Background: an optimization exercise with open tools, aiming at a short achievable clock period and few clock cycles per item. Do not read the settings as production practice.
At most, simulation tests tie the RTL to the original design; equivalence was not proved.
For runs 1 and 2, only the layout was checked, not whether the RTL still works.
Power and IR drop assume default switching activity.

==> flow/design.v (outline; a module is shown in full before it is edited, if it fits) <==
// module mm_systolic_array: 1563 lines
// module mm_operand_feeder: 85 lines
// module mm_cmd_decode: 118 lines
// module mm_out_bit: 11 lines
// module mm_result_drain: 62 lines
// module mm_res_bit: 9 lines
// module mm_top: 78 lines
module mm_top (
    input  logic         clk_buf,
    input  logic         sys_reset,
    input  logic         cmd_valid,
    input  logic [(4 * 8)-1:0] cmd_word,
    output logic         cmd_credit,
    output logic         res_valid,
    output mm_data_pkg::mm_acc_t      res_data,
    input  logic         res_credit,
    output logic         busy,
    output logic         done
);
  // ...
==> flow/flow/run.sh <==
#!/bin/bash
set -euo pipefail
here=$(cd "$(dirname "$0")" && pwd)
MARGIN=$(cat "$here/margin.txt" 2>/dev/null || echo 7.5)
extra="SETUP_SLACK_MARGIN=${MARGIN} TNS_END_PERCENT=100 MATCH_CELL_FOOTPRINT=0"
if [[ -f "$here/cts_args.txt" ]]; then
  extra="$extra CTS_ARGS='$(tr '\n' ' ' < "$here/cts_args.txt")'"
fi
python3 - "$extra" <<'PY'
import sys
s = open('standard.sh').read()
key = ' "${@:-finish}"'
assert key in s
s = s.replace(key, ' ' + sys.argv[1] + key)
open('standard_knobs.sh', 'w').write(s)
PY
bash standard_knobs.sh > make_flow.log 2>&1
==> flow/standard.sh <==
#!/bin/bash
# synth_recipe.tcl (not shown) runs the flow's synth.tcl, then flattens the netlist and writes it again
# the make line also repeats each setting of config.mk as NAME=value (left out here)
make -C /OpenROAD-flow-scripts/flow DESIGN_CONFIG=/design/flow/config.mk WORK_HOME=/design/flow/orfs CLKGATE_MAP_FILE= SYNTH_SCRIPT=/design/flow/synth_recipe.tcl "${@:-finish}"
==> flow/config.mk <==
export PLATFORM = sky130hd
export DESIGN_NAME = mm_top
export DESIGN_NICKNAME = mm_top
export VERILOG_FILES = /design/flow/design.v
export SDC_FILE = /design/flow/constraint.sdc
export NUM_CORES = 4
export LEC_CHECK = 0
export ABC_CLOCK_PERIOD_IN_PS = 2500
export CAP_MARGIN = 20
export CORE_MARGIN = 2
export CORE_UTILIZATION = 40
export CTS_CLUSTER_DIAMETER = 100
export CTS_CLUSTER_SIZE = 24
export SLEW_MARGIN = 20
export SYNTH_HIERARCHICAL = 1
==> flow/constraint.sdc <==
create_clock -name core_clock -period 10.5 [get_ports {clk_buf}]
set_input_delay 2.1000 -clock core_clock [delete_from_list [all_inputs] [get_ports {clk_buf}]]
set_output_delay 2.1000 -clock core_clock [all_outputs]
set_load 0.01 [all_outputs]
==> impl_metrics.env, run 1 <==
export IMPL_n_tap_cell=1794
export IMPL_synth_top_cell_area_share_pct=40.58
export IMPL_setup_ws_ns=7.215
export IMPL_postLayoutCoreUtil_pct=44.36
export IMPL_num_nonclk_buffers=173
export IMPL_post_drt_via_cell_ratio=5.265
export IMPL_grt_busiest_layer="met2"
export IMPL_initial_utilization_pct=40.38
export IMPL_cts_hold_buffers_added=0
export IMPL_number_of_antenna_violations_at_the_first_check_in_global_routing=0
export IMPL_buffer_area_share_pct=2.822
export IMPL_wl_per_cell_um=22.98
export IMPL_worst_setup_path_type="flip-flop to primary output"
export IMPL_share_of_synthesized_area_spent_on_multiplexers_pct=8.665
export IMPL_worstSetupStartpoint="done"
export IMPL_ant_nets=0
export IMPL_synthDistinctLibCells=71
export IMPL_floorplan_io_pins=72
export IMPL_final_common_cell="edfxtp_1"
export IMPL_critical_path_start_type="flip-flop"
export IMPL_clk_share_pct=3.503
export IMPL_yosysSeqAreaShare_pct=64.75
export IMPL_worstSetupEndpointType="primary output"
export IMPL_yosysTopAreaCell="edfxtp_1"
export IMPL_combPwrFrac_pct=43.8
export IMPL_clock_latency_ns=0.69
export IMPL_synth_top_family_by_area="adder cells"
export IMPL_fraction_of_area_in_multi_input_gates_pct=28.99
export IMPL_report_final_setup_viol=0
export IMPL_syn_instance_count=3602
export IMPL_post_route_drc_count=0
export IMPL_yosys_warnings=16
export IMPL_seq_cells=1347
export IMPL_regArea_um2=36080
export IMPL_crit_end="done"
export IMPL_fill_cells=12180
export IMPL_timing_reg2reg_worst_path_depth=7
export IMPL_finalCriticalPeriod_ns=3.285
export IMPL_top_power_group="combinational logic"
export IMPL_reg2reg_setup_slack_ns=7.57
export IMPL_clock_group_power_w=0.00305
export IMPL_outcome="complete, no violations"
==> run 2: changes to the inputs <==
--- a/flow/config.mk
+++ b/flow/config.mk
@@ -8,8 +8,9 @@
 export ABC_CLOCK_PERIOD_IN_PS = 2500
 export CAP_MARGIN = 20
 export CORE_MARGIN = 2
-export CORE_UTILIZATION = 40
+export CORE_UTILIZATION = 65
 export CTS_CLUSTER_DIAMETER = 100
 export CTS_CLUSTER_SIZE = 24
+export PLACE_DENSITY = 0.75
 export SLEW_MARGIN = 20
 export SYNTH_HIERARCHICAL = 1
==> run 2 against run 1 <==
  * Still clean on timing, DRC and antenna
  * Global-route usage increased by 10 points
  * Clock power decreased by 6%
  * Sequential power increased by 0.7%
  * First-iteration DRC count increased by 20%
  * Highest routed layer is now met5
==> impl_metrics.env, run 2 <==
export IMPL_post_drt_via_cell_ratio=6.180
export IMPL_detailedRoute_firstIterationViolations=2662
export IMPL_yosysTopAreaCell="edfxtp_1"
export IMPL_layout_worst_path_cycle_share_pct=31.20
export IMPL_async_flop_share_pct=22.79
export IMPL_floorplan_die_area_um2=87980
export IMPL_path_delay_family="flip-flops"
export IMPL_max_vdd_ir_drop_v=0.0002743
export IMPL_post_route_drc_count=0
export IMPL_clock_latency_ns=0.66
export IMPL_min_delay_path_depth=0
export IMPL_final_cell_mix="edfxtp_1, inv_1, dfrtp_1"
export IMPL_post_synth_fa_ha_maj_area_fraction_pct=9.366
export IMPL_finish_instance_area_um2=60030
export IMPL_grt_max_degree=143
export IMPL_clockRootBuffer="clkbuf_16"
export IMPL_final_net_count=4005
export IMPL_postLayoutCoreUtil_pct=70.61
export IMPL_synthDistinctLibCells=71
export IMPL_worstReg2RegEnd="u_systolic.r1_596"
export IMPL_final_common_cell="edfxtp_1"
export IMPL_cts_clk_slew_worst_paths_ns=0.09
export IMPL_io_buffers=71
export IMPL_fin_cells=4883
export IMPL_synth_xor_xnor_area_share_pct=0.4249
export IMPL_hold_start="u_systolic.r1_536"
export IMPL_hold_path_class="flip-flop to flip-flop"
export IMPL_h_tree_level_count=3
export IMPL_critical_path_start_type="flip-flop"
export IMPL_p_per_area_nw_per_um2=360.8
export IMPL_max_freq_mhz=305.3
export IMPL_worst_endpoint_required_ns=8.40
export IMPL_wire_length_of_the_first_global_routing_pass_mm=186.7
export IMPL_final_layout_size_suffix_gt1_share_pct=14.42
export IMPL_path_buf_inv=1
export IMPL_timing_worst_slew_pin_value_ns=1.125
export IMPL_dr_total_vias=30180
export IMPL_fill_cells=5452
export IMPL_max_clock_path_buffers=3
export IMPL_worst_setup_path_type="flip-flop to primary output"
export IMPL_wl_per_cell_um=25.32
export IMPL_die_x_um=296.6
export IMPL_final_clock_skew_ns=0.03357
export IMPL_number_of_antenna_violations_at_the_first_check_in_global_routing=3
export IMPL_dr_pass1_iters=6
export IMPL_insertedDiodeCount=0
export IMPL_reg2reg_setup_slack_ns=7.54
export IMPL_crit_slowest_cell="dfrtp_1"
export IMPL_cts_tree="built"
export IMPL_outcome="complete, no violations"
export IMPL_ys_ff_latch=1347
export IMPL_syn_nets=3919
export IMPL_gp_congestion=0.8575
export IMPL_cts_inserted_buffers=66
export IMPL_hold_viol=0
export IMPL_top_regs="u_feeder.qa (256), u_feeder.qb (256), u_drain.fifo (144)"
export IMPL_final_routed_wirelength_across_all_metal_layers_mm=123.7
export IMPL_worstSetupEndpointType="primary output"
export IMPL_place_detailed_instances=4738
export IMPL_track_usage_pct=28.45
export IMPL_crit_chain="buf_6"
export IMPL_worst_r2r_startpoint="u_feeder.op_b[2]"
export IMPL_placementRows=107
export IMPL_final_max_slew_viol_count=0
export IMPL_overflow=0
export IMPL_unrepaired_setup_endpoints_after_global_routing="true"
export IMPL_yosys_warnings=16
export IMPL_synth_cells_most_frequent="edfxtp_1, inv_1, dfrtp_1"
export IMPL_min_to="u_systolic.r2_856"
export IMPL_headroom_to_the_max_slew_limit_pct=22.84
export IMPL_die_y_um=296.6
export IMPL_post_synth_cell_area_avg_um2=15.45
export IMPL_core_region_area_um2=85010
export IMPL_finalCriticalPeriod_ns=3.276
export IMPL_area_delta_synth_final_pct=7.862
export IMPL_setup_tns_final_ns=0
export IMPL_share_of_synthesized_area_spent_on_multiplexers_pct=8.665
export IMPL_worst_endpoint_arrival_ns=1.18
export IMPL_yosys_cell_count_top_type="edfxtp_1"
export IMPL_worstPathMaxFanout=1
export IMPL_synthTopCellsByArea="edfxtp_1, dfrtp_1, dfxtp_1"
export IMPL_report_final_setup_viol=0
export IMPL_initial_utilization_pct=65.46
export IMPL_slowest_delay_ns=0.40
export IMPL_yosys_most_used_dff="edfxtp_1"
export IMPL_hold_ws_ns=0.3552
export IMPL_detailed_place_area_um2=57570
export IMPL_cts_num_sinks=1347
export IMPL_hpwlAfterDp_mm=76.56
export IMPL_cap_violations=0
export IMPL_synth_top_family_by_area="adder cells"
export IMPL_timing_reg2reg_worst_path_depth=6
export IMPL_yosys_area_share_simple_pct=4.076
export IMPL_synth_cell_area_um2=55650
export IMPL_via_count_of_the_first_global_routing_pass=31060
export IMPL_synth_edff_count=752
export IMPL_yosysSeqAreaShare_pct=64.75
export IMPL_synth_top_cell_area_share_pct=40.58
export IMPL_floorplan_io_pins=72
export IMPL_ant_nets=0
export IMPL_leakage_power_figure_nw=23.44
export IMPL_synth_compound_gate_area_share_pct=8.844
export IMPL_syn_instance_count=3602
-- run 2: worst reg2reg max path, stage by stage (launching register included) --
cell     delay [ns]
dfxtp_1        0.56
nand2_1        0.14
fa_1           0.58
fa_1           0.45
fa_1           0.50
inv_1          0.06
fa_1           0.53
-- run 2: worst max-delay path by stage --
| stage | start | to | slack (ns) | cells past startpoint |
|---|---|---|---|---|
| after global placement | sys_reset | u_cmd_decode.a_rows[103] | 5.66 | 4 |
| after detailed placement | sys_reset | u_cmd_decode.a_rows[103] | 5.56 | 4 |
| after global routing | busy | busy | 7.19 | 1 |
| after CTS | busy | busy | 7.20 | 1 |
| after floorplan | u_cmd_decode.skid_v[0] | u_feeder.qa[0][0] | 4.72 | 7 |
| final | busy | busy | 7.22 | 1 |
-- run 2: per-module statistics from Yosys, one instance, submodules excluded --
module,copies in the design,cells inside,flops+latches
mm_operand_feeder,1,1232,592
mm_cmd_decode,1,892,397
mm_systolic_array,1,1033,162
mm_result_drain,1,407,161
mm_top,1,4,2
mm_out_bit,1,2,1
mm_res_bit,32,1,1
-- run 2: area by class of cell --
cell class / instances / area [um2] / share of cell area [%]
Clock buffer: 113 / 1859 / 3.097
Clock inverter: 6 / 90.09 / 0.1501
Inverter: 324 / 1220 / 2.032
Multi-Input combinational cell: 1784 / 17690 / 29.47
Sequential cell: 1347 / 36090 / 60.12
Tap cell: 1144 / 1431 / 2.384
Timing Repair Buffer: 164 / 1644 / 2.739
Timing Repair inverter: 1 / 5.005 / 0.008337
-- run 2: kinds of logic after synthesis --
group                      after synthesis
AOI/OAI and AO/OA                      584
xor gates and xnor gates                27
adders and majority gates              281
buffers and inverters                  475
DFF                                   1347
muxes                                  432
and+or+nand+nor                        456
-- run 2: layer usage --
metal  part of all wire [%]  vias up  global-route usage (%)  wire length (um)
met5                  0.015        -                       0                18
met3                    6.4      208                   3.310              7952
met4                    2.5        2                   8.155              3147
met2                     51     1048                   48.56             62830
li1                       -    13090                       -                 -
met1                     40    15830                   39.14             49710
-- run 2: power by group --
part / internal, W / total, W / switching, W
registers: 0.00772 / 0.00897 / 0.00124
clock network: 0.00124 / 0.00286 / 0.00162
logic: 0.00421 / 0.00983 / 0.00562
-- run 2: what timing repair did --
item | in CTS | in global routing
setup buffers | 8 | 6
cloned | 6 | 6
gates resized for setup | 170 | 40
endpoints found under the setup margin | 1014 | 608
pin swaps | 5 | 6
hold buffers | 0 | 0
-- run 2: stage by stage --
stage          total power, W  worst slack [ns]
2_1_floorplan         0.01506             4.719
3_3_place_gp          0.01836             5.656
3_5_place_dp          0.01894             5.564
4_1_cts               0.02172             7.196
5_1_grt               0.02318             7.194
6_report              0.02166             7.224
==> module mm_cmd_decode, before the edit <==
module mm_cmd_decode (
    input  logic         clk_buf,
    input  logic         sys_reset,
    input  logic         cmd_valid,
    input  logic [(4 * 8)-1:0] cmd_word,
    output logic         cmd_credit,
    input  logic         q_full,         
    output logic         run_start,      
    output logic         started,        
    output logic [4*(4 * 8)-1:0] a_rows,
    output logic [4*(4 * 8)-1:0] b_rows
);
    localparam int DIM  = 4;
    localparam int W    = (4 * 8);
    localparam int SKID = 3;
    logic            in_v;
    logic [W-1:0]    in_w;
    logic [W-1:0]    skid   [SKID];
    logic [SKID-1:0] skid_v;              
    logic [SKID-1:0] kept_v;              
    logic            src_v;
    logic [W-1:0]    src_w;
    logic            src_start;
    logic            take;
    logic            push, pop;
    logic            owe1_q, owe2_q;      
    logic            owe1, owe2;
    logic            early;               
    logic            give;
    logic            credit_q;            
    logic            expect_data;
    logic            sel_b;
    logic [1:0]      row;
    always_ff @(posedge clk_buf or posedge sys_reset) begin
        if (sys_reset) in_v <= 1'b0;
        else           in_v <= cmd_valid;
    end
    always_ff @(posedge clk_buf) begin
        in_w <= cmd_word;
    end
    assign src_v     = skid_v[0] || in_v;
    assign src_w     = skid_v[0] ? skid[0] : in_w;
    assign src_start = !expect_data && (src_w[1:0] == mm_cmd_pkg::OP_START);
    assign take      = src_v && !(src_start && q_full);
    assign run_start = take && src_start;
    assign pop  = skid_v[0] && take;
    assign push = in_v && (skid_v[0] || !take);
    assign kept_v = pop ? {1'b0, skid_v[SKID-1:1]} : skid_v;
    always_ff @(posedge clk_buf) begin
        for (int i = 0; i < SKID; i++) begin
            if (push && !kept_v[i] && (i == 0 || kept_v[i - 1])) begin
                skid[i] <= in_w;
            end else if (pop && i < SKID - 1) begin
                skid[i] <= skid[i + 1];
            end
        end
    end
    always_ff @(posedge clk_buf or posedge sys_reset) begin
        if (sys_reset) begin
            skid_v <= '0;
        end else begin
            for (int i = 0; i < SKID; i++) begin
                skid_v[i] <= kept_v[i] || (push && (i == 0 || kept_v[i - 1]));
            end
        end
    end
    always_comb begin
        case ({in_v, credit_q})
            2'b10:   begin owe1 = 1'b1;             owe2 = owe1_q; end
            2'b01:   begin owe1 = owe2_q;           owe2 = 1'b0;   end
            default: begin owe1 = owe1_q;           owe2 = owe2_q; end
        endcase
    end
    assign give = (!early || take) && (cmd_valid || owe1);
    always_ff @(posedge clk_buf or posedge sys_reset) begin
        if (sys_reset) begin
            owe1_q     <= 1'b0;
            owe2_q     <= 1'b0;
            early      <= 1'b0;
            credit_q   <= 1'b0;
        end else begin
            owe1_q     <= owe1;
            owe2_q     <= owe2;
            early      <= (early == take) ? give : early;
            credit_q   <= give;
        end
    end
    mm_out_bit u_credit_out (
        .clk_buf   (clk_buf),
        .sys_reset (sys_reset),
        .d         (give),
        .q         (cmd_credit)
    );
    always_ff @(posedge clk_buf or posedge sys_reset) begin
        if (sys_reset) begin
            expect_data <= 1'b0;
            sel_b       <= 1'b0;
            row         <= '0;
            started     <= 1'b0;
            a_rows      <= '0;
            b_rows      <= '0;
        end else begin
            if (run_start) started <= 1'b1;
            if (take) begin
                if (expect_data) begin
                    expect_data <= 1'b0;
                    if (sel_b) b_rows[row*W +: W] <= src_w;
                    else       a_rows[row*W +: W] <= src_w;
                end else if (src_w[1:0] == mm_cmd_pkg::OP_LOAD_A ||
                             src_w[1:0] == mm_cmd_pkg::OP_LOAD_B) begin
                    expect_data <= 1'b1;
                    sel_b       <= (src_w[1:0] == mm_cmd_pkg::OP_LOAD_B);
                    row         <= src_w[3:2];
                end
            end
        end
    end
endmodule
==> module mm_out_bit, before the edit <==
module mm_out_bit (
    input  logic clk_buf,
    input  logic sys_reset,
    input  logic d,
    output logic q
);
    always_ff @(posedge clk_buf or posedge sys_reset) begin
        if (sys_reset) q <= 1'b0;
        else           q <= d;
    end
endmodule
==> module mm_result_drain, before the edit <==
module mm_result_drain (
    input  logic                 clk_buf,
    input  logic                 sys_reset,
    input  logic                 dot_v,
    input  logic signed [17:0]   dot,
    output logic                 res_valid,
    output mm_data_pkg::mm_acc_t res_data,
    input  logic                 res_credit,
    output logic                 send
);
    localparam int D      = 8;
    localparam int P_W    = $clog2(D);
    localparam int C_W    = $clog2(D + 1);
    localparam int CRED_W = $clog2(4 + 1);
    logic signed [17:0] fifo [D];
    logic [P_W-1:0]     fwp, frp;
    logic [C_W-1:0]     fcnt, fcnt_next;
    logic               f_ne;
    logic               wr, rd;
    logic               cr_q;
    logic [CRED_W-1:0]  credits, credits_next;
    logic               cred_nz;
    mm_data_pkg::mm_acc_t res_next;
    assign send         = (f_ne || dot_v) && cred_nz;
    assign rd           = f_ne && cred_nz;
    assign wr           = dot_v && (f_ne || !cred_nz);
    assign fcnt_next    = fcnt + C_W'(wr) - C_W'(rd);
    assign credits_next = credits - CRED_W'(send) + CRED_W'(cr_q);
    always_ff @(posedge clk_buf) begin
        if (wr) fifo[fwp] <= dot;
    end
    assign res_next = mm_data_pkg::mm_acc_t'(f_ne ? fifo[frp] : dot);
    genvar b;
    for (b = 0; b < 32; b++) begin : g_res
        mm_res_bit u_bit (
            .clk_buf (clk_buf),
            .d       (res_next[b]),
            .q       (res_data[b])
        );
    end
    always_ff @(posedge clk_buf or posedge sys_reset) begin
        if (sys_reset) begin
            fwp       <= '0;
            frp       <= '0;
            fcnt      <= '0;
            f_ne      <= 1'b0;
            cr_q      <= 1'b0;
            credits   <= CRED_W'(4);
            cred_nz   <= 1'b1;
            res_valid <= 1'b0;
        end else begin
            if (wr) fwp <= fwp + 1'b1;
            if (rd) frp <= frp + 1'b1;
            fcnt      <= fcnt_next;
            f_ne      <= (fcnt_next != '0);
            cr_q      <= res_credit;
            credits   <= credits_next;
            cred_nz   <= (credits_next != '0);
            res_valid <= send;
        end
    end
endmodule
==> module mm_top, before the edit <==
module mm_top (
    input  logic         clk_buf,
    input  logic         sys_reset,
    input  logic         cmd_valid,
    input  logic [(4 * 8)-1:0] cmd_word,
    output logic         cmd_credit,
    output logic         res_valid,
    output mm_data_pkg::mm_acc_t      res_data,
    input  logic         res_credit,
    output logic         busy,
    output logic         done
);
    logic                            q_full;
    logic                            run_start;
    logic                            started;
    logic [4*(4 * 8)-1:0]    a_rows;
    logic [4*(4 * 8)-1:0]    b_rows;
    logic                            send;
    logic                            active;
    logic                            op_v;
    mm_data_pkg::mm_row_t            op_a;
    mm_data_pkg::mm_row_t            op_b;
    logic                            dot_v;
    logic signed [17:0]              dot;
    mm_cmd_decode u_cmd_decode (
        .clk_buf    (clk_buf),
        .sys_reset  (sys_reset),
        .cmd_valid  (cmd_valid),
        .cmd_word   (cmd_word),
        .cmd_credit (cmd_credit),
        .q_full     (q_full),
        .run_start  (run_start),
        .started    (started),
        .a_rows     (a_rows),
        .b_rows     (b_rows)
    );
    mm_operand_feeder u_feeder (
        .clk_buf   (clk_buf),
        .sys_reset (sys_reset),
        .run_start (run_start),
        .a_rows    (a_rows),
        .b_rows    (b_rows),
        .send      (send),
        .q_full    (q_full),
        .active    (active),
        .op_v      (op_v),
        .op_a      (op_a),
        .op_b      (op_b)
    );
    mm_systolic_array u_systolic (
        .clk_buf   (clk_buf),
        .sys_reset (sys_reset),
        .op_v      (op_v),
        .op_a      (op_a),
        .op_b      (op_b),
        .dot_v     (dot_v),
        .dot       (dot)
    );
    mm_result_drain u_drain (
        .clk_buf    (clk_buf),
        .sys_reset  (sys_reset),
        .dot_v      (dot_v),
        .dot        (dot),
        .res_valid  (res_valid),
        .res_data   (res_data),
        .res_credit (res_credit),
        .send       (send)
    );
    always_ff @(posedge clk_buf or posedge sys_reset) begin
        if (sys_reset) begin
            busy <= 1'b0;
            done <= 1'b0;
        end else begin
            busy <= active;
            done <= started && !active;
        end
    end
endmodule
==> run 3: changes to the inputs <==
--- a/flow/design.v
+++ b/flow/design.v
@@ -1760,7 +1760,6 @@
     end
     mm_out_bit u_credit_out (
         .clk_buf   (clk_buf),
-        .sys_reset (sys_reset),
         .d         (give),
         .q         (cmd_credit)
     );
@@ -1791,13 +1790,11 @@
 endmodule
 module mm_out_bit (
     input  logic clk_buf,
-    input  logic sys_reset,
     input  logic d,
     output logic q
 );
-    always_ff @(posedge clk_buf or posedge sys_reset) begin
-        if (sys_reset) q <= 1'b0;
-        else           q <= d;
+    always_ff @(posedge clk_buf) begin
+        q <= d;
     end
 endmodule
 `timescale 1ns/1ns
@@ -1833,9 +1830,14 @@
         if (wr) fifo[fwp] <= dot;
     end
     assign res_next = mm_data_pkg::mm_acc_t'(f_ne ? fifo[frp] : dot);
+    mm_out_bit u_valid_out (
+        .clk_buf (clk_buf),
+        .d       (send),
+        .q       (res_valid)
+    );
     genvar b;
     for (b = 0; b < 32; b++) begin : g_res
-        mm_res_bit u_bit (
+        mm_out_bit u_bit (
             .clk_buf (clk_buf),
             .d       (res_next[b]),
             .q       (res_data[b])
@@ -1850,7 +1852,6 @@
             cr_q      <= 1'b0;
             credits   <= CRED_W'(4);
             cred_nz   <= 1'b1;
-            res_valid <= 1'b0;
         end else begin
             if (wr) fwp <= fwp + 1'b1;
             if (rd) frp <= frp + 1'b1;
@@ -1859,19 +1860,9 @@
             cr_q      <= res_credit;
             credits   <= credits_next;
             cred_nz   <= (credits_next != '0);
-            res_valid <= send;
         end
     end
 endmodule
-module mm_res_bit (
-    input  logic clk_buf,
-    input  logic d,
-    output logic q
-);
-    always_ff @(posedge clk_buf) begin
-        q <= d;
-    end
-endmodule
 `timescale 1ns/1ns
 module mm_top (
     input  logic         clk_buf,
@@ -1941,13 +1932,14 @@
         .res_credit (res_credit),
         .send       (send)
     );
-    always_ff @(posedge clk_buf or posedge sys_reset) begin
-        if (sys_reset) begin
-            busy <= 1'b0;
-            done <= 1'b0;
-        end else begin
-            busy <= active;
-            done <= started && !active;
-        end
-    end
+    mm_out_bit u_busy_out (
+        .clk_buf (clk_buf),
+        .d       (active),
+        .q       (busy)
+    );
+    mm_out_bit u_done_out (
+        .clk_buf (clk_buf),
+        .d       (started && !active),
+        .q       (done)
+    );
 endmodule
--- a/flow/config.mk
+++ b/flow/config.mk
@@ -8,9 +8,8 @@
 export ABC_CLOCK_PERIOD_IN_PS = 2500
 export CAP_MARGIN = 20
 export CORE_MARGIN = 2
-export CORE_UTILIZATION = 65
+export CORE_UTILIZATION = 40
 export CTS_CLUSTER_DIAMETER = 100
 export CTS_CLUSTER_SIZE = 24
-export PLACE_DENSITY = 0.75
 export SLEW_MARGIN = 20
 export SYNTH_HIERARCHICAL = 1
==> run 3 against run 2 <==
  * Worst setup slack improved by 0.024 ns
  * Critical endpoint is now res_data[7]
  * Die area rose by 61%
  * Core utilization fell by 26 points
  * Critical path type unchanged
  * Register-to-register slack improved by 0.06 ns
  * Global-route usage fell by 11 points
  * Worst hold slack got worse by 0.019 ns
  * Clock power rose by 5%
  * Power fell by 1.7%
  * Final area rose by 1.6%
  * Non-clock buffer count rose by 6
  * Combinational power fell by 4.5%
  * Routed wire length rose by 1.5%
==> impl_metrics.env, run 3 <==
export IMPL_detailedRoute_firstIterationViolations=2111
export IMPL_worst_endpoint_arrival_ns=1.15
export IMPL_final_common_cell="edfxtp_1"
export IMPL_worstSetupStartpoint="u_drain.g_res[7].u_bit.q"
export IMPL_layout_worst_path_cycle_share_pct=30.97
export IMPL_worstSetupEndpointType="primary output"
export IMPL_synthTopCellsByArea="edfxtp_1, dfrtp_1, dfxtp_1"
export IMPL_yosysSeqAreaShare_pct=64.75
export IMPL_dr_pass1_iters=5
export IMPL_insertedDiodeCount=0
export IMPL_critical_path_start_type="flip-flop"
export IMPL_grt_max_degree=73
export IMPL_clock_latency_ns=0.70
export IMPL_cts_clk_slew_worst_paths_ns=0.09
export IMPL_io_buffers=71
export IMPL_worstPathMaxFanout=1
export IMPL_post_drt_via_cell_ratio=5.271
export IMPL_clockRootBuffer="clkbuf_16"
export IMPL_yosys_cell_count_top_type="edfxtp_1"
export IMPL_p_per_area_nw_per_um2=349.1
export IMPL_yosysTopAreaCell="edfxtp_1"
export IMPL_worst_setup_path_type="flip-flop to primary output"
export IMPL_max_vdd_ir_drop_v=0.0001871
export IMPL_max_clock_path_buffers=3
export IMPL_crit_chain="buf_6"
export IMPL_synth_top_cell_area_share_pct=40.60
export IMPL_final_max_slew_viol_count=0
export IMPL_hold_ws_ns=0.3359
export IMPL_cts_tree="built"
export IMPL_core_region_area_um2=137700
export IMPL_floorplan_die_area_um2=142000
export IMPL_worst_path_stages=1
export IMPL_cap_violations=0
export IMPL_hold_path_class="flip-flop to flip-flop"
export IMPL_die_y_um=376.9
export IMPL_crit_slowest_cell="dfxtp_2"
export IMPL_outcome="complete, no violations"
export IMPL_leakage_power_figure_nw=23.50
export IMPL_report_final_setup_viol=0
export IMPL_worst_r2r_startpoint="u_feeder.op_a[5]"
export IMPL_floorplan_io_pins=72
export IMPL_path_delay_family="flip-flops"
export IMPL_ys_ff_latch=1347
export IMPL_cts_num_sinks=1347
export IMPL_timing_reg2reg_worst_path_depth=6
export IMPL_yosys_most_used_dff="edfxtp_1"
export IMPL_max_freq_mhz=307.5
export IMPL_path_buf_inv=1
export IMPL_timing_worst_slew_pin_value_ns=1.175
export IMPL_dr_total_vias=29210
export IMPL_synth_cell_area_um2=55620
export IMPL_async_flop_share_pct=22.49
export IMPL_gp_congestion=0.7796
export IMPL_number_of_antenna_violations_at_the_first_check_in_global_routing=4
export IMPL_post_route_drc_count=0
export IMPL_overflow=0
export IMPL_slowest_delay_ns=0.34
export IMPL_synth_edff_count=752
export IMPL_final_net_count=4011
export IMPL_h_tree_level_count=3
export IMPL_worstReg2RegEnd="u_systolic.r1_596"
export IMPL_hold_viol=0
export IMPL_hpwlAfterDp_mm=77.31
export IMPL_syn_instance_count=3600
export IMPL_yosys_warnings=14
export IMPL_cts_hold_buffers_added=0
export IMPL_finalCriticalPeriod_ns=3.252
export IMPL_die_x_um=376.9
export IMPL_headroom_to_the_max_slew_limit_pct=21.40
export IMPL_via_count_of_the_first_global_routing_pass=30030
export IMPL_placementRows=136
export IMPL_worst_endpoint_required_ns=8.40
export IMPL_wire_length_of_the_first_global_routing_pass_mm=190.6
export IMPL_cts_inserted_buffers=67
export IMPL_synthDistinctLibCells=71
export IMPL_crit_end="res_data[7]"
export IMPL_syn_nets=3917
export IMPL_setup_tns_final_ns=0
export IMPL_ant_nets=0
export IMPL_wl_per_cell_um=22.65
export IMPL_post_synth_cell_area_avg_um2=15.45
export IMPL_reg2reg_setup_slack_ns=7.60
export IMPL_initial_utilization_pct=40.40
export IMPL_track_usage_pct=17.78
export IMPL_final_routed_wirelength_across_all_metal_layers_mm=125.5
export IMPL_final_cell_mix="edfxtp_1, inv_1, dfrtp_1"
export IMPL_unrepaired_setup_endpoints_after_global_routing="true"
export IMPL_top_regs="u_feeder.qa (256), u_feeder.qb (256), u_drain.fifo (144)"
export IMPL_final_layout_size_suffix_gt1_share_pct=13.13
export IMPL_area_delta_synth_final_pct=9.628
export IMPL_hold_start="u_systolic.r1_536"
export IMPL_synth_cells_most_frequent="edfxtp_1, inv_1, dfrtp_1"
export IMPL_final_clock_skew_ns=0.04044
run 3: layout make-up:
type	instances	area [um2]
fillers	12090	76690
flip-flops and latches	1347	36060
multi-input cells	1784	17720
well taps	1794	2245
clock buffers	116	1944
repair buffers	170	1669
inverters	322	1212
clock inverters	7	115.1
repair inverters	2	10.01
run 3: cell families after synthesis:
kind of cell               after synthesis  synth area share, %
and+or+nand+nor                        456                4.076
buffers and inverters                  473                3.876
AOI/OAI and AO/OA                      584                8.832
xor gates and xnor gates                27               0.4252
adders and majority gates              281                9.372
muxes                                  432                8.670
DFF                                   1347                64.75
run 3: modules after synthesis (local to each module, per instance):
module             flops+latches  copies in the design
mm_out_bit                     1                    36
mm_top                         0                     1
mm_cmd_decode                397                     1
mm_operand_feeder            592                     1
mm_systolic_array            162                     1
mm_result_drain              160                     1
run 3: worst min-delay path by stage:
stage | endpoint | slack [ns] | cells after the start
after floorplan | u_systolic.r2_856 | 0.31 | 0
after global placement | u_systolic.r2_856 | 0.32 | 0
after detailed placement | u_systolic.r2_856 | 0.32 | 0
after CTS | u_systolic.r2_856 | 0.34 | 0
after global routing | u_systolic.r2_856 | 0.34 | 0
final | u_systolic.r2_856 | 0.34 | 0
run 3: routing by layer:
metal,up-vias,part of all wire (%),wire (um),track usage (%)
met3,135,3.8,4799,2.183
met4,0,2.0,2547,4.408
li1,13100,-,-,-
met5,-,0,0,0
met1,15410,44,55640,24.23
met2,572,50,62530,30.23
run 3: power by group:
group / switching (W) / leakage (nW) / internal [W] / total (W)
sequential: 0.00119 / 13.3 / 0.00772 / 0.00891
clock: 0.00169 / 0.975 / 0.00130 / 0.00299
combinational: 0.00537 / 9.19 / 0.00402 / 0.00939
run 3: timing repair:
action / 4_1_cts / 5_1_grt
gates cloned: 11 / 2
setup buffers: 9 / 6
resized for setup: 193 / 22
endpoints found under the setup margin: 1013 / 308
pin swaps: 2 / 3
run 3: stage by stage:
step	instance area (um2)	worst slack, ns	cells	utilization, %	total power, W
finish	60970	7.248	5542	44.29	0.02129
global route	60970	7.191	5542	44.29	0.02307
CTS	60800	7.182	5533	44.16	0.02153
detailed placement	58390	5.500	5390	42.42	0.01852
global placement	58380	5.536	5390	42.41	0.01820
floorplan	55710	4.719	3600	-	0.01503
run 3: worst register-to-register path: cells and delay by family (launching register included):
family / cells / cell delay [ns]
buffers and inverters: 1 / 0.05
and+or+nand+nor: 1 / 0.13
adders and majority gates: 4 / 2.06
DFF: 1 / 0.49
Testbench counts of run 3, summed over its fixed seeds: cycles 5,265, products 320.
==> run 4: changes to the inputs <==
--- a/flow/config.mk
+++ b/flow/config.mk
@@ -8,8 +8,9 @@
 export ABC_CLOCK_PERIOD_IN_PS = 2500
 export CAP_MARGIN = 20
 export CORE_MARGIN = 2
-export CORE_UTILIZATION = 40
+export CORE_UTILIZATION = 90
 export CTS_CLUSTER_DIAMETER = 100
 export CTS_CLUSTER_SIZE = 24
+export PLACE_DENSITY = 0.92
 export SLEW_MARGIN = 20
 export SYNTH_HIERARCHICAL = 1
==> run 4 against run 3 <==
  * The flow now stops in global routing
  * Synthesized cell count unchanged
  * Synthesized area stayed put
==> impl_metrics.env, run 4 <==
export IMPL_ys_ff_latch=1347
export IMPL_yosysSeqAreaShare_pct=64.75
export IMPL_placementRows=91
export IMPL_hpwlAfterDp_mm=91.05
export IMPL_post_synth_cell_area_avg_um2=15.45
export IMPL_io_buffers=71
export IMPL_die_y_um=252.6
export IMPL_h_tree_level_count=3
export IMPL_synthDistinctLibCells=71
export IMPL_cts_num_sinks=1347
export IMPL_floorplan_io_pins=72
export IMPL_syn_nets=3917
export IMPL_die_x_um=252.6
export IMPL_syn_instance_count=3600
export IMPL_cts_hold_buffers_added=0
export IMPL_synth_cell_area_um2=55620
export IMPL_overflow=343
export IMPL_toolErrorMsg="[ERROR GRT-0232] Routing congestion too high. Check the congestion heatmap in the GUI."
export IMPL_gp_congestion=0.8810
export IMPL_yosysTopAreaCell="edfxtp_1"
export IMPL_synth_edff_count=752
export IMPL_grt_max_degree=87
export IMPL_yosys_warnings=14
export IMPL_max_clock_path_buffers=3
export IMPL_synthTopCellsByArea="edfxtp_1, dfrtp_1, dfxtp_1"
export IMPL_clockRootBuffer="clkbuf_16"
export IMPL_detailed_place_area_um2=57030
export IMPL_lastStage="global routing"
export IMPL_yosys_cell_count_top_type="edfxtp_1"
export IMPL_yosys_most_used_dff="edfxtp_1"
export IMPL_outcome="aborted with a tool error"
export IMPL_synth_top_cell_area_share_pct=40.60
export IMPL_cts_inserted_buffers=66
export IMPL_async_flop_share_pct=22.49
export IMPL_initial_utilization_pct=90.63
export IMPL_track_usage_pct=85.54
export IMPL_synth_cells_most_frequent="edfxtp_1, inv_1, dfrtp_1"
-- run 4: worst max path at each step --
stage	slack (ns)	cells after the start	startpoint	to
floorplan	4.72	7	u_cmd_decode.skid_v[0]	u_feeder.qa[0][0]
global placement	5.36	8	u_cmd_decode.skid_v[0]	u_feeder.qa[1][106]
detailed placement	5.14	8	u_cmd_decode.skid_v[0]	u_feeder.qa[1][106]
CTS	7.27	1	u_cmd_decode.u_credit_out.q	cmd_credit
-- run 4: Yosys stat by module, one instance, submodules excluded --
module             cells inside  flip-flops and latches  times used  cell area [um2]
mm_operand_feeder          1232                     592           1            22680
mm_cmd_decode               892                     397           1            14680
mm_systolic_array          1033                     162           1            11000
mm_result_drain             406                     160           1             6530
mm_out_bit                    1                       1          36            20.02
mm_top                        1                       0           1            13.76
-- run 4: power by group through the flow --
stage / Sequential (W) / Combinational (W) / Clock (W)
3_3_place_gp: 0.00889 / 0.00866 / 0
4_1_cts: 0.00914 / 0.0106 / 0.00286
3_5_place_dp: 0.00910 / 0.00967 / 0
2_1_floorplan: 0.00845 / 0.00659 / 0
-- run 4: cell families after synthesis --
family,count (synthesis),synth area share [%]
AO/OA/AOI/OAI,584,8.832
XOR/XNOR,27,0.4252
adder cells (fa/ha/maj),281,9.372
buffers and inverters,473,3.876
flip-flops,1347,64.75
multiplexers,432,8.670
AND/OR/NAND/NOR,456,4.076
-- run 4: stage by stage --
stage	instances	worst slack, ns
2_1_floorplan	3600	4.719
3_3_place_gp	4374	5.357
3_5_place_dp	4374	5.137
4_1_cts	4525	7.275
-- run 4: metal layers --
layer	overflow	global-route usage, %
met1	11	85.41
met2	158	96.88
met3	24	75.02
met4	145	86.66
met5	5	49.19
-- run 4: repair_timing --
| item | 4_1_cts |
|---|---|
| hold endpoints to repair | 0 |
| pin swaps | 4 |
| buffers inserted | 20 |
| setup endpoints to repair | 1059 |
| gates cloned | 17 |
| resized for setup | 204 |
==> run 5: changes to the inputs <==
--- a/flow/config.mk
+++ b/flow/config.mk
@@ -8,9 +8,9 @@
 export ABC_CLOCK_PERIOD_IN_PS = 2500
 export CAP_MARGIN = 20
 export CORE_MARGIN = 2
-export CORE_UTILIZATION = 90
+export CORE_UTILIZATION = 65
 export CTS_CLUSTER_DIAMETER = 100
 export CTS_CLUSTER_SIZE = 24
-export PLACE_DENSITY = 0.92
+export PLACE_DENSITY = 0.75
 export SLEW_MARGIN = 20
 export SYNTH_HIERARCHICAL = 1
==> run 5 against run 4 <==
  * Now clean on timing, DRC and antenna
  * Synthesized cell count unchanged
  * Synthesized area unchanged
==> impl_metrics.env, run 5 <==
export IMPL_min_delay_path_depth=0
export IMPL_combPwrFrac_pct=44.2
export IMPL_worstPathMaxFanout=1
export IMPL_clock_latency_ns=0.66
export IMPL_cts_hold_buffers_added=0
export IMPL_final_routed_wirelength_across_all_metal_layers_mm=127.3
export IMPL_cts_clk_slew_worst_paths_ns=0.09
export IMPL_max_clock_path_buffers=3
export IMPL_seq_power_share_pct=42.1
export IMPL_crit_slowest_cell="dfxtp_2"
export IMPL_cts_num_sinks=1347
export IMPL_clock_power_share_pct=13.7
export IMPL_max_freq_mhz=310.4
export IMPL_total_power_w=0.02126
export IMPL_number_of_antenna_violations_at_the_first_check_in_global_routing=2
export IMPL_final_clock_skew_ns=0.03492
export IMPL_syn_nets=3917
export IMPL_die_x_um=296.5
export IMPL_hold_path_class="flip-flop to flip-flop"
export IMPL_path_delay_family="flip-flops"
export IMPL_yosysSeqAreaShare_pct=64.75
export IMPL_outcome="complete, no violations"
export IMPL_cts_tree="built"
export IMPL_timing_reg2reg_worst_path_depth=5
export IMPL_report_final_setup_viol=0
export IMPL_worst_path_stages=1
export IMPL_setup_ws_ns=7.278
export IMPL_synth_cells_most_frequent="edfxtp_1, inv_1, dfrtp_1"
export IMPL_yosys_cell_count_top_type="edfxtp_1"
export IMPL_synth_edff_count=752
export IMPL_via_count_of_the_first_global_routing_pass=31690
export IMPL_clockRootBuffer="clkbuf_16"
export IMPL_power_switching_w=0.008267
export IMPL_h_tree_level_count=3
export IMPL_yosys_most_used_dff="edfxtp_1"
export IMPL_hpwlAfterDp_mm=77.65
export IMPL_unrepaired_setup_endpoints_after_global_routing="true"
export IMPL_headroom_to_the_max_slew_limit_pct=20.59
export IMPL_synth_top_cell_area_share_pct=40.60
export IMPL_power_share_switching_pct=38.89
export IMPL_leakage_power_figure_nw=23.59
export IMPL_worst_endpoint_arrival_ns=1.12
export IMPL_grt_max_degree=74
export IMPL_die_y_um=296.5
export IMPL_synth_cell_area_um2=55620
export IMPL_final_max_slew_viol_count=0
export IMPL_track_usage_pct=29.20
export IMPL_path_buf_inv=1
export IMPL_floorplan_die_area_um2=87920
export IMPL_slowest_delay_ns=0.36
export IMPL_post_drt_via_cell_ratio=6.190
export IMPL_yosys_warnings=14
export IMPL_finalCriticalPeriod_ns=3.222
export IMPL_regArea_um2=36060
export IMPL_fill_cells=5448
export IMPL_core_region_area_um2=85010
export IMPL_post_synth_cell_area_avg_um2=15.45
export IMPL_wl_per_cell_um=25.96
export IMPL_yosysTopAreaCell="edfxtp_1"
export IMPL_cap_violations=0
export IMPL_dr_pass1_iters=6
export IMPL_io_buffers=71
export IMPL_timing_worst_slew_pin_value_ns=1.168
export IMPL_worst_endpoint_required_ns=8.40
export IMPL_detailedRoute_firstIterationViolations=2713
export IMPL_cts_inserted_buffers=66
export IMPL_gp_congestion=0.8681
export IMPL_critical_path_start_type="flip-flop"
export IMPL_post_route_drc_count=0
export IMPL_setup_tns_final_ns=0
export IMPL_internal_power_w=0.01299
export IMPL_overflow=0
export IMPL_crit_chain="buf_6"
export IMPL_final_net_count=4023
export IMPL_syn_instance_count=3600
export IMPL_final_cell_mix="edfxtp_1, inv_1, dfrtp_1"
export IMPL_max_vdd_ir_drop_v=0.0003039
export IMPL_worstSetupEndpointType="primary output"
export IMPL_floorplan_io_pins=72
export IMPL_ant_nets=0
export IMPL_synthTopCellsByArea="edfxtp_1, dfrtp_1, dfxtp_1"
export IMPL_reg2reg_setup_slack_ns=7.56
export IMPL_synthDistinctLibCells=71
export IMPL_final_common_cell="edfxtp_1"
export IMPL_ys_ff_latch=1347
export IMPL_area_delta_synth_final_pct=8.503
export IMPL_p_per_area_nw_per_um2=352.3
export IMPL_initial_utilization_pct=65.42
export IMPL_final_layout_size_suffix_gt1_share_pct=13.31
export IMPL_dr_total_vias=30350
export IMPL_multi_input_gate_area_um2=17690
export IMPL_async_flop_share_pct=22.49
export IMPL_hold_viol=0
export IMPL_placementRows=107
export IMPL_layout_worst_path_cycle_share_pct=30.68
export IMPL_top_regs="u_feeder.qa (256), u_feeder.qb (256), u_drain.fifo (144)"
export IMPL_wire_length_of_the_first_global_routing_pass_mm=190.1
export IMPL_dp_worst_setup_slack_ns=5.320
export IMPL_worst_setup_path_type="flip-flop to primary output"
-- run 5: kinds of logic after synthesis --
family                   after synthesis  share of synthesized area (%)
buffers and inverters                473                          3.876
adder cells (fa/ha/maj)              281                          9.372
multiplexers                         432                          8.670
AND/OR/NAND/NOR                      456                          4.076
XOR/XNOR                              27                         0.4252
flip-flops                          1347                          64.75
AO/OA/AOI/OAI                        584                          8.832
-- run 5: worst paths after layout --
check / end / start
worst max-delay path: cmd_credit / u_cmd_decode.u_credit_out.q
worst min-delay path: u_systolic.r2_856 / u_systolic.r1_536
worst max register to register: u_feeder.op_a[15] / u_feeder.rp
worst min register to register: u_systolic.r2_856 / u_systolic.r1_536
max in group asynchronous: u_cmd_decode.a_rows[125] / sys_reset
min in group asynchronous: u_systolic.v[2] / sys_reset
-- run 5: per-module statistics from Yosys, one instance, submodules excluded --
module / copies in the design / flip-flops and latches
mm_cmd_decode: 1 / 397
mm_out_bit: 36 / 1
mm_operand_feeder: 1 / 592
mm_top: 1 / 0
mm_result_drain: 1 / 160
mm_systolic_array: 1 / 162
-- run 5: repair_timing --
| action | CTS | global route |
|---|---|---|
| endpoints found under the setup margin | 1055 | 534 |
| buffers inserted | 11 | 21 |
| pin swaps | 2 | 1 |
| resized for setup | 175 | 46 |
| gates cloned | 15 | 3 |
-- run 5: power by group through the flow --
stage | Combinational (W) | Clock, W | Sequential (W)
detailed placement | 0.00937 | 0 | 0.00905
global placement | 0.00888 | 0 | 0.00895
finish | 0.00939 | 0.00291 | 0.00896
CTS | 0.00942 | 0.00293 | 0.00893
global route | 0.0106 | 0.00312 | 0.00909
floorplan | 0.00659 | 0 | 0.00845
-- run 5: final cells by class --
cell class / instances / share of cell area (%)
clock inverter: 6 / 0.2426
timing repair buffer: 184 / 3.189
tap: 1144 / 2.372
antenna: 2 / 0.008293
multi-input combinational: 1784 / 29.32
sequential: 1347 / 59.76
timing repair inverter: 1 / 0.008293
inverter: 322 / 2.009
clock buffer: 113 / 3.100
-- run 5: per-layer routing --
metal / up-vias / GRT usage (%) / wire length (um)
met2: 1159 / 50.70 / 65410
met1: 15830 / 38.79 / 49680
met3: 232 / 3.407 / 8141
met5: - / 0 / 0
met4: 0 / 9.596 / 4066
li1: 13130 / - / -
-- run 5: worst register-to-register path, delay by kind of cell, from the launching register on --
kind,cells,cell delay [ns]
AO/OA/AOI/OAI,2,0.30
buffers and inverters,2,1.22
flip-flops,1,0.81
multiplexers,1,0.51
-- run 5: metrics by stage --
stage,hold slack (ns),utilization (%),cells,instance area [um2]
after detailed placement,0.3153,67.66,4731,57520
after global routing,0.3445,70.98,4901,60340
after CTS,0.3330,70.51,4876,59940
after global placement,0.3112,67.60,4727,57470
final,0.3337,70.99,4903,60350
after floorplan,0.3096,-,3600,55710
==> run 6: changes to the inputs <==
==> flow/flow/margin.txt (new file) <==
7.7
--- a/flow/config.mk
+++ b/flow/config.mk
@@ -8,9 +8,9 @@
 export ABC_CLOCK_PERIOD_IN_PS = 2500
 export CAP_MARGIN = 20
 export CORE_MARGIN = 2
-export CORE_UTILIZATION = 65
+export CORE_UTILIZATION = 80
 export CTS_CLUSTER_DIAMETER = 100
 export CTS_CLUSTER_SIZE = 24
-export PLACE_DENSITY = 0.75
+export PLACE_DENSITY = 0.85
 export SLEW_MARGIN = 20
 export SYNTH_HIERARCHICAL = 1
==> run 6 against run 5 <==
  * Still clean
  * Count of clock-buffer cells in the layout grew 1
  * Synthesized area stayed put
  * Global-route usage rose by 11 points
  * Sequential power grew 1%
  * Cell count decreased by 3.8%
  * Worst hold slack gained 0.025 ns
  * Clock power grew 1%
  * Flip-flop and latch count stayed put
  * Synthesized cell count unchanged
  * Final area rose by 0.51%
  * Critical path type unchanged
  * Critical endpoint is now busy
  * Largest cell class unchanged
  * Largest power group unchanged
==> impl_metrics.env, run 6 <==
export IMPL_outcome="complete, no violations"
export IMPL_via_count_of_the_first_global_routing_pass=34120
export IMPL_dr_pass1_iters=6
export IMPL_worst_setup_path_type="flip-flop to primary output"
export IMPL_slowest_delay_ns=0.34
export IMPL_final_routed_wirelength_across_all_metal_layers_mm=146.2
export IMPL_unrepaired_setup_endpoints_after_global_routing="true"
export IMPL_detailedRoute_firstIterationViolations=4249
export IMPL_cts_clk_slew_worst_paths_ns=0.09
export IMPL_gp_congestion=0.8521
export IMPL_synth_cells_most_frequent="edfxtp_1, inv_1, dfrtp_1"
export IMPL_synth_edff_count=752
export IMPL_finalCriticalPeriod_ns=3.203
export IMPL_synthDistinctLibCells=71
export IMPL_detailed_place_area_um2=57250
export IMPL_yosysTopAreaCell="edfxtp_1"
export IMPL_yosys_warnings=14
export IMPL_worst_endpoint_arrival_ns=1.10
export IMPL_clockRootBuffer="clkbuf_16"
export IMPL_h_tree_level_count=3
export IMPL_die_x_um=267.7
export IMPL_placementRows=96
export IMPL_io_buffers=71
export IMPL_yosys_cell_count_top_type="edfxtp_1"
export IMPL_ant_nets=0
export IMPL_final_common_cell="edfxtp_1"
export IMPL_final_max_slew_viol_count=0
export IMPL_final_cell_mix="edfxtp_1, inv_1, dfrtp_1"
export IMPL_report_final_setup_viol=0
export IMPL_yosysSeqAreaShare_pct=64.75
export IMPL_die_y_um=267.7
export IMPL_synth_top_cell_area_share_pct=40.60
export IMPL_dr_total_vias=32980
export IMPL_post_drt_via_cell_ratio=6.991
export IMPL_final_layout_size_suffix_gt1_share_pct=14.47
export IMPL_cts_num_sinks=1347
export IMPL_worstSetupEndpointType="primary output"
export IMPL_final_net_count=4052
export IMPL_post_synth_cell_area_avg_um2=15.45
export IMPL_syn_nets=3917
export IMPL_fill_cells=2694
export IMPL_post_route_drc_count=0
export IMPL_cts_tree="built"
export IMPL_hold_viol=0
export IMPL_synth_cell_area_um2=55620
export IMPL_yosys_most_used_dff="edfxtp_1"
export IMPL_p_per_area_nw_per_um2=360.1
export IMPL_crit_chain="buf_6"
export IMPL_top_regs="u_feeder.qa (256), u_feeder.qb (256), u_drain.fifo (144)"
export IMPL_max_vdd_ir_drop_v=0.0002985
export IMPL_async_flop_share_pct=22.49
export IMPL_cts_hold_buffers_added=0
export IMPL_floorplan_io_pins=72
export IMPL_path_delay_family="flip-flops"
export IMPL_layout_worst_path_cycle_share_pct=30.51
export IMPL_cap_violations=0
export IMPL_core_region_area_um2=68710
export IMPL_floorplan_die_area_um2=71650
export IMPL_worst_endpoint_required_ns=8.40
export IMPL_max_freq_mhz=312.2
export IMPL_wl_per_cell_um=31.00
export IMPL_setup_tns_final_ns=0
export IMPL_cts_inserted_buffers=66
export IMPL_wire_length_of_the_first_global_routing_pass_mm=209.4
export IMPL_track_usage_pct=40.22
export IMPL_ys_ff_latch=1347
export IMPL_timing_worst_slew_pin_value_ns=1.234
export IMPL_final_clock_skew_ns=0.03349
export IMPL_path_buf_inv=1
export IMPL_area_delta_synth_final_pct=9.061
export IMPL_max_clock_path_buffers=3
export IMPL_hold_path_class="flip-flop to flip-flop"
export IMPL_overflow=0
export IMPL_initial_utilization_pct=80.95
export IMPL_worstPathMaxFanout=1
export IMPL_clock_latency_ns=0.67
export IMPL_syn_instance_count=3600
export IMPL_crit_slowest_cell="dfxtp_2"
export IMPL_number_of_antenna_violations_at_the_first_check_in_global_routing=3
export IMPL_headroom_to_the_max_slew_limit_pct=16.11
export IMPL_insertedDiodeCount=0
export IMPL_grt_max_degree=74
export IMPL_critical_path_start_type="flip-flop"
export IMPL_synthTopCellsByArea="edfxtp_1, dfrtp_1, dfxtp_1"
export IMPL_hpwlAfterDp_mm=78.63
export IMPL_finish_instance_area_um2=60660
export IMPL_leakage_power_figure_nw=23.86
[run 6: cell count changes in the layout (fill, tap and decap cells not counted), moves of 4 or more]
cell       change
buf_4         +10
dfxtp_4        +6
and2_4         +4
clkbuf_16     +12
dfxtp_2        -4
[run 6: metal layers]
metal  vias to the layer above  GRT usage (%)  wire length (um)  share of wire (%)
met5                         -              0                 0                  0
met4                         0          23.57             10070                6.9
met3                       719          8.588             16720                 11
met2                      2540          65.70             71260                 49
met1                     16530          50.41             48190                 33
li1                      13190              -                 -                  -
[run 6: area by class of cell]
cell class	count	area (um2)	share of cell area, %
Timing Repair Buffer	214	2440	4.022
Multi-Input combinational cell	1783	17770	29.29
Timing Repair inverter	1	5.005	0.008251
Tap cell	931	1165	1.920
Inverter	322	1212	1.999
Sequential cell	1347	36080	59.49
Clock buffer	114	1896	3.125
Clock inverter	5	91.34	0.1506
[run 6: through the flow]
step	utilization, %	instances	setup slack, ns	power [W]	hold WS (ns)
after floorplan	-	3600	4.719	0.01503	0.3096
after global placement	83.26	4519	5.505	0.01762	0.3150
after detailed placement	83.33	4520	5.311	0.01838	0.3121
after CTS	87.61	4693	7.274	0.02137	0.3484
after global routing	88.29	4717	7.268	0.02319	0.3582
final	88.29	4717	7.297	0.02185	0.3586
[run 6: Yosys stat by module, one instance, submodules excluded]
module | flops+latches | cells | cell area [um2]
mm_operand_feeder | 592 | 1232 | 22680
mm_cmd_decode | 397 | 892 | 14680
mm_systolic_array | 162 | 1033 | 11000
mm_result_drain | 160 | 406 | 6530
mm_out_bit | 1 | 1 | 20.02
mm_top | 0 | 1 | 13.76
[run 6: what timing repair did]
action                                   CTS  global route
setup buffers                             29            15
pin swaps                                  7             9
gates resized for setup                  228            50
endpoints found under the setup margin  1083           551
gates cloned                              25             9
[run 6: report_power, final]
group          switching (W)  leakage, nW  internal [W]
clock                0.00169        0.943       0.00126
sequential           0.00132         13.3       0.00773
combinational        0.00572         9.59       0.00412
[run 6: final timing paths]
check / start / cells after the start / endpoint / slack, ns
max: u_busy_out.q / 1 / busy / 7.30
min: u_systolic.r1_536 / 0 / u_systolic.r2_856 / 0.36
max reg2reg: u_feeder.op_a[3] / 8 / u_systolic.r1_596 / 7.57
min reg2reg: u_systolic.r1_536 / 0 / u_systolic.r2_856 / 0.36
max in group asynchronous: sys_reset / 4 / u_cmd_decode.b_rows[68] / 7.88
min in group asynchronous: sys_reset / 2 / u_systolic.v[1] / 1.49
[run 6: kinds of logic after synthesis]
family | after synthesis | share of synthesized area (%)
flops | 1347 | 64.75
compound gates | 584 | 8.832
buf+inv | 473 | 3.876
simple gates | 456 | 4.076
mux | 432 | 8.670
fa+ha+maj | 281 | 9.372
xor+xnor | 27 | 0.4252
==> run 7: changes to the inputs <==
removed: flow/flow/margin.txt
==> run 7 against run 6 <==
  * Sequential share of layout area rose by 0.71 points
  * Die area did not move
  * Largest cell class unchanged
  * Global-route usage fell by 2.2 points
  * Worst setup slack improved by 0.00054 ns
  * Flip-flop and latch count did not move
  * Critical path depth did not move
  * Final area fell by 1.2%
  * Core utilization fell by 1.1 points
  * Highest routed layer is now met5
  * Combinational power rose by 0.7%
  * Register-to-register slack got worse by 0.02 ns
  * Still clean on timing, DRC and antenna
  * Critical path type unchanged
  * Worst hold slack got worse by 0.0017 ns
  * Clock power fell by 3%
==> impl_metrics.env, run 7 <==
export IMPL_slowest_delay_ns=0.33
export IMPL_worst_setup_path_type="flip-flop to primary output"
export IMPL_cts_num_sinks=1347
export IMPL_yosysTopAreaCell="edfxtp_1"
export IMPL_area_delta_synth_final_pct=7.714
export IMPL_hold_start="u_systolic.r1_536"
export IMPL_worstReg2RegEnd="u_feeder.qa[0][93]"
export IMPL_finalCriticalPeriod_ns=3.203
export IMPL_regArea_um2=36060
export IMPL_post_route_drc_count=0
export IMPL_async_flop_share_pct=22.49
export IMPL_worst_endpoint_required_ns=8.40
export IMPL_max_freq_mhz=312.2
export IMPL_clockRootBuffer="clkbuf_16"
export IMPL_layout_worst_path_cycle_share_pct=30.50
export IMPL_outcome="complete, no violations"
export IMPL_path_buf_inv=1
export IMPL_hold_ws_ns=0.3569
export IMPL_placementRows=96
export IMPL_synth_edff_count=752
export IMPL_p_per_area_nw_per_um2=363.5
export IMPL_grt_max_degree=77
export IMPL_yosys_warnings=14
export IMPL_timing_worst_slew_pin_value_ns=1.182
export IMPL_yosys_most_used_dff="edfxtp_1"
export IMPL_core_region_area_um2=68710
export IMPL_hold_viol=0
export IMPL_yosysSeqAreaShare_pct=64.75
export IMPL_fill_cells=2942
export IMPL_crit_slowest_cell="dfxtp_2"
export IMPL_synthDistinctLibCells=71
export IMPL_detailedRoute_firstIterationViolations=3711
export IMPL_timing_reg2reg_worst_path_depth=10
export IMPL_postLayoutCoreUtil_pct=87.20
export IMPL_max_vdd_ir_drop_v=0.0005503
export IMPL_wire_length_of_the_first_global_routing_pass_mm=198.9
export IMPL_worst_path_stages=1
export IMPL_worstSetupStartpoint="u_cmd_decode.u_credit_out.q"
export IMPL_crit_chain="buf_6"
export IMPL_synth_cells_most_frequent="edfxtp_1, inv_1, dfrtp_1"
export IMPL_ys_ff_latch=1347
export IMPL_cts_tree="built"
export IMPL_track_usage_pct=38.00
export IMPL_io_buffers=71
export IMPL_h_tree_level_count=3
export IMPL_synth_cell_area_um2=55620
export IMPL_syn_instance_count=3600
export IMPL_cap_violations=0
export IMPL_worst_endpoint_arrival_ns=1.10
export IMPL_floorplan_io_pins=72
export IMPL_via_count_of_the_first_global_routing_pass=33290
export IMPL_critical_path_start_type="flip-flop"
export IMPL_dr_pass1_iters=5
export IMPL_worst_r2r_startpoint="u_cmd_decode.skid_v[0]"
export IMPL_final_max_slew_viol_count=0
export IMPL_synth_top_cell_area_share_pct=40.60
export IMPL_cts_clk_slew_worst_paths_ns=0.10
export IMPL_synthTopCellsByArea="edfxtp_1, dfrtp_1, dfxtp_1"
export IMPL_unrepaired_setup_endpoints_after_global_routing="true"
export IMPL_dr_total_vias=31750
export IMPL_cts_hold_buffers_added=0
export IMPL_final_cell_mix="edfxtp_1, inv_1, dfrtp_1"
export IMPL_headroom_to_the_max_slew_limit_pct=19.63
export IMPL_floorplan_die_area_um2=71650
export IMPL_top_regs="u_feeder.qa (256), u_feeder.qb (256), u_drain.fifo (144)"
export IMPL_die_y_um=267.7
export IMPL_insertedDiodeCount=0
export IMPL_path_delay_family="flip-flops"
export IMPL_worstPathMaxFanout=1
export IMPL_wl_per_cell_um=28.49
export IMPL_initial_utilization_pct=80.95
export IMPL_yosys_cell_count_top_type="edfxtp_1"
export IMPL_worstSetupEndpointType="primary output"
export IMPL_post_synth_cell_area_avg_um2=15.45
export IMPL_min_delay_path_depth=0
export IMPL_final_layout_size_suffix_gt1_share_pct=13.01
export IMPL_final_net_count=4009
export IMPL_leakage_power_figure_nw=23.52
export IMPL_max_clock_path_buffers=3
export IMPL_final_common_cell="edfxtp_1"
export IMPL_multi_input_gate_area_um2=17670
export IMPL_clock_latency_ns=0.66
export IMPL_die_x_um=267.7
export IMPL_reg2reg_setup_slack_ns=7.55
export IMPL_gp_congestion=0.8539
export IMPL_hold_path_class="flip-flop to flip-flop"
export IMPL_number_of_antenna_violations_at_the_first_check_in_global_routing=2
export IMPL_post_drt_via_cell_ratio=6.792
export IMPL_min_to="u_systolic.r2_856"
export IMPL_overflow=0
export IMPL_syn_nets=3917
export IMPL_final_clock_skew_ns=0.02123
export IMPL_cts_inserted_buffers=66
export IMPL_setup_tns_final_ns=0
export IMPL_hpwlAfterDp_mm=79.50
export IMPL_ant_nets=0
export IMPL_report_final_setup_viol=0
export IMPL_final_routed_wirelength_across_all_metal_layers_mm=133.2
-- run 7: cell counts after synthesis --
No cell type changed its count.
-- run 7: worst max path at each step --
stage,slack [ns],endpoint
final,7.30,cmd_credit
after global routing,7.28,res_data[0]
after CTS,7.28,cmd_credit
after detailed placement,5.42,u_feeder.qa[0][119]
after global placement,5.59,u_feeder.qa[0][119]
after floorplan,4.72,u_feeder.qa[0][0]
-- run 7: stage by stage --
step                      instance area [um2]  cells  power (W)  setup slack, ns
after floorplan                         55710   3600    0.01503            4.719
after global placement                  57240   4518    0.01791            5.588
after detailed placement                57320   4522    0.01864            5.418
after CTS                               59710   4670    0.02158            7.281
after global routing                    59910   4675    0.02312            7.278
final                                   59910   4675    0.02178            7.297
-- run 7: layout make-up --
type                       count  area share (%)
sequential                  1347           60.19
clock buffer                 114           3.135
multi-input combinational   1784           29.50
inverter                     322           2.024
timing repair buffer         171           3.064
clock inverter                 6          0.1441
tap                          931           1.944
-- run 7: modules after synthesis (local to each module, per instance) --
module             flops+latches  copies in the design  cells
mm_top                         0                     1      1
mm_systolic_array            162                     1   1033
mm_out_bit                     1                    36      1
mm_cmd_decode                397                     1    892
mm_result_drain              160                     1    406
mm_operand_feeder            592                     1   1232
-- run 7: cells by family (layout without fill, tap and decap cells) --
kind of cell	Yosys count	in the layout	share of synthesized area, %
buf+inv	473	613	3.876
xor+xnor	27	27	0.4252
fa+ha+maj	281	281	9.372
compound gates	584	585	8.832
flops	1347	1347	64.75
simple gates	456	459	4.076
mux	432	432	8.670
-- run 7: repair_timing --
item,4_1_cts,5_1_grt
pin swaps,2,0
resized for setup,183,32
endpoints found under the hold margin,0,0
cloned,13,3
buffers inserted,15,0
setup endpoints to repair,959,315
-- run 7: power breakdown --
group          internal [W]  leakage (nW)  total [W]  switching (W)
logic               0.00414          9.26    0.00991        0.00577
registers           0.00773          13.3    0.00900        0.00127
clock network       0.00125         0.935    0.00287        0.00162
total                0.0131          23.5     0.0218        0.00866
-- run 7: routing by layer --
layer,track usage [%],up-vias,part of all wire [%]
met2,64.41,1800,51
met5,0,-,0.0098
li1,-,13100,-
met3,6.749,365,9.3
met1,48.14,16480,36
met4,18.27,2,4.6
==> run 8: changes to the inputs <==
--- a/flow/config.mk
+++ b/flow/config.mk
@@ -9,8 +9,8 @@
 export CAP_MARGIN = 20
 export CORE_MARGIN = 2
 export CORE_UTILIZATION = 80
-export CTS_CLUSTER_DIAMETER = 100
-export CTS_CLUSTER_SIZE = 24
+export CTS_CLUSTER_DIAMETER = 60
+export CTS_CLUSTER_SIZE = 16
 export PLACE_DENSITY = 0.85
 export SLEW_MARGIN = 20
 export SYNTH_HIERARCHICAL = 1
==> run 8 against run 7 <==
  * Still clean
  * Cell count increased by 1.4%
  * Routed wire length is 6.3% higher
  * Core utilization grew 1.5 points
  * Clock skew up 0.035 ns
  * Synthesized cell count stayed put
  * Sequential power increased by 0.4%
  * Global-route usage rose by 1.9 points
  * First-iteration DRC count increased by 17%
  * Count of clock-buffer cells in the layout rose by 51
  * Flip-flop and latch count did not move
  * Clock power increased by 23%
  * Sequential share of layout area shrank 0.98 points
  * Largest power group unchanged
==> impl_metrics.env, run 8 <==
export IMPL_yosysSeqAreaShare_pct=64.75
export IMPL_final_layout_size_suffix_gt1_share_pct=13.97
export IMPL_seq_power_share_pct=39.8
export IMPL_worstPathMaxFanout=1
export IMPL_worst_endpoint_arrival_ns=1.12
export IMPL_synth_cell_area_um2=55620
export IMPL_worst_r2r_startpoint="u_feeder.rp"
export IMPL_final_cell_mix="edfxtp_1, inv_1, dfrtp_1"
export IMPL_cts_hold_buffers_added=0
export IMPL_hold_start="u_systolic.v[1]"
export IMPL_top_regs="u_feeder.qa (256), u_feeder.qb (256), u_drain.fifo (144)"
export IMPL_track_usage_pct=39.92
export IMPL_clock_power_share_pct=15.6
export IMPL_unrepaired_setup_endpoints_after_global_routing="true"
export IMPL_syn_instance_count=3600
export IMPL_crit_slowest_cell="dfxtp_2"
export IMPL_die_x_um=267.7
export IMPL_ant_nets=0
export IMPL_gp_congestion=0.8539
export IMPL_outcome="complete, no violations"
export IMPL_clock_latency_ns=0.69
export IMPL_number_of_antenna_violations_at_the_first_check_in_global_routing=2
export IMPL_path_buf_inv=1
export IMPL_ys_ff_latch=1347
export IMPL_floorplan_die_area_um2=71650
export IMPL_synth_top_cell_area_share_pct=40.60
export IMPL_critical_path_start_type="flip-flop"
export IMPL_area_delta_synth_final_pct=9.516
export IMPL_reg2reg_setup_slack_ns=7.54
export IMPL_synth_cells_most_frequent="edfxtp_1, inv_1, dfrtp_1"
export IMPL_post_drt_via_cell_ratio=6.936
export IMPL_power_share_switching_pct=39.80
export IMPL_cap_violations=0
export IMPL_floorplan_io_pins=72
export IMPL_io_buffers=71
export IMPL_clockRootBuffer="clkbuf_16"
export IMPL_syn_nets=3917
export IMPL_worst_endpoint_required_ns=8.40
export IMPL_yosys_cell_count_top_type="edfxtp_1"
export IMPL_worstSetupStartpoint="u_drain.g_res[23].u_bit.q"
export IMPL_yosys_most_used_dff="edfxtp_1"
export IMPL_post_route_drc_count=0
export IMPL_h_tree_level_count=3
export IMPL_path_delay_family="flip-flops"
export IMPL_crit_chain="buf_6"
export IMPL_power_switching_w=0.009037
export IMPL_cts_clk_slew_worst_paths_ns=0.07
export IMPL_cts_tree="built"
export IMPL_final_routed_wirelength_across_all_metal_layers_mm=141.6
export IMPL_worst_setup_path_type="flip-flop to primary output"
export IMPL_cts_num_sinks=1347
export IMPL_p_per_area_nw_per_um2=372.8
export IMPL_yosys_warnings=14
export IMPL_yosysTopAreaCell="edfxtp_1"
export IMPL_final_max_slew_viol_count=0
export IMPL_slowest_delay_ns=0.33
export IMPL_finalCriticalPeriod_ns=3.222
export IMPL_internal_power_w=0.01367
export IMPL_postLayoutCoreUtil_pct=88.66
export IMPL_cts_inserted_buffers=95
export IMPL_hold_path_class="flip-flop to flip-flop"
export IMPL_worstSetupEndpointType="primary output"
export IMPL_placementRows=96
export IMPL_grt_max_degree=77
export IMPL_report_final_setup_viol=0
export IMPL_final_net_count=4046
export IMPL_async_flop_share_pct=22.49
export IMPL_overflow=0
export IMPL_wl_per_cell_um=29.86
export IMPL_synthDistinctLibCells=71
export IMPL_insertedDiodeCount=0
-- run 8: cell counts after synthesis --
Identical to the previous run, type by type.
-- run 8: timing repair --
| item | 4_1_cts | 5_1_grt |
|---|---|---|
| resized for setup | 191 | 33 |
| pin swaps | 2 | 1 |
| cloned | 13 | 8 |
| endpoints found under the hold margin | 0 | 0 |
| buffers inserted | 15 | 4 |
| endpoints found under the setup margin | 961 | 704 |
-- run 8: per-module statistics from Yosys (local to each module, per instance) --
module,cells inside,flops+latches,area [um2]
mm_out_bit,1,1,20.02
mm_systolic_array,1033,162,11000
mm_operand_feeder,1232,592,22680
mm_top,1,0,13.76
mm_result_drain,406,160,6530
mm_cmd_decode,892,397,14680
-- run 8: path summary, 6_finish.rpt --
path | end | cells after the start
max | res_data[23] | 1
min | u_systolic.v[2] | 0
max reg2reg | u_feeder.op_b[7] | 5
min reg2reg | u_systolic.v[2] | 0
max in group asynchronous | u_cmd_decode.b_rows[10] | 5
min in group asynchronous | u_systolic.v[2] | 2
-- run 8: cells by family (layout without fill, tap and decap cells) --
| group | after synthesis | after routing | synth area share, % |
|---|---|---|---|
| AOI/OAI and AO/OA | 584 | 585 | 8.832 |
| xor gates and xnor gates | 27 | 27 | 0.4252 |
| adders and majority gates | 281 | 281 | 9.372 |
| buffers and inverters | 473 | 678 | 3.876 |
| DFF | 1347 | 1347 | 64.75 |
| muxes | 432 | 432 | 8.670 |
| and+or+nand+nor | 456 | 459 | 4.076 |
-- run 8: final cells by class --
| type | instances | area (um2) |
|---|---|---|
| clock buffer | 165 | 2670 |
| timing repair buffer | 179 | 1952 |
| multi-input combinational | 1784 | 17680 |
| clock inverter | 12 | 161.4 |
| sequential | 1347 | 36070 |
| inverter | 322 | 1212 |
| tap | 931 | 1165 |
| fill | 2726 | 7794 |
-- run 8: metal layers --
metal  global-route usage, %  routed length [um]  up-vias
met5                       0                   0        -
li1                        -                   -    13210
met3                   8.137               15420      554
met1                   49.51               47070    16660
met4                   21.83                7996        0
met2                   66.75               71070     2449
-- run 8: power groups by stage --
stage               Clock [W]  Sequential [W]  Combinational (W)
floorplan                   0         0.00845            0.00659
global placement            0         0.00890            0.00901
detailed placement          0         0.00903            0.00961
CTS                   0.00352         0.00895            0.00996
global route          0.00373         0.00913             0.0111
finish                0.00354         0.00904             0.0101
-- run 8: stage by stage --
stage	hold slack, ns	cells	cell area (um2)	worst slack [ns]	total power (W)
after global routing	0.3558	4740	60910	7.243	0.02397
after global placement	0.3124	4518	57240	5.588	0.01791
after floorplan	0.3096	3600	55710	4.719	0.01503
after detailed placement	0.3355	4522	57320	5.418	0.01864
final	0.3468	4740	60910	7.278	0.02271
after CTS	0.3430	4727	60590	7.260	0.02243

Re-timed with assumed drivers on the ports (clkbuf_16 on the clock, buf_2 on other inputs), run 8 has 7.208 ns of setup slack against 7.278 ns with ideal ports, and 6.921 ns once port delays also move by the mid clock arrival of 0.736 ns.
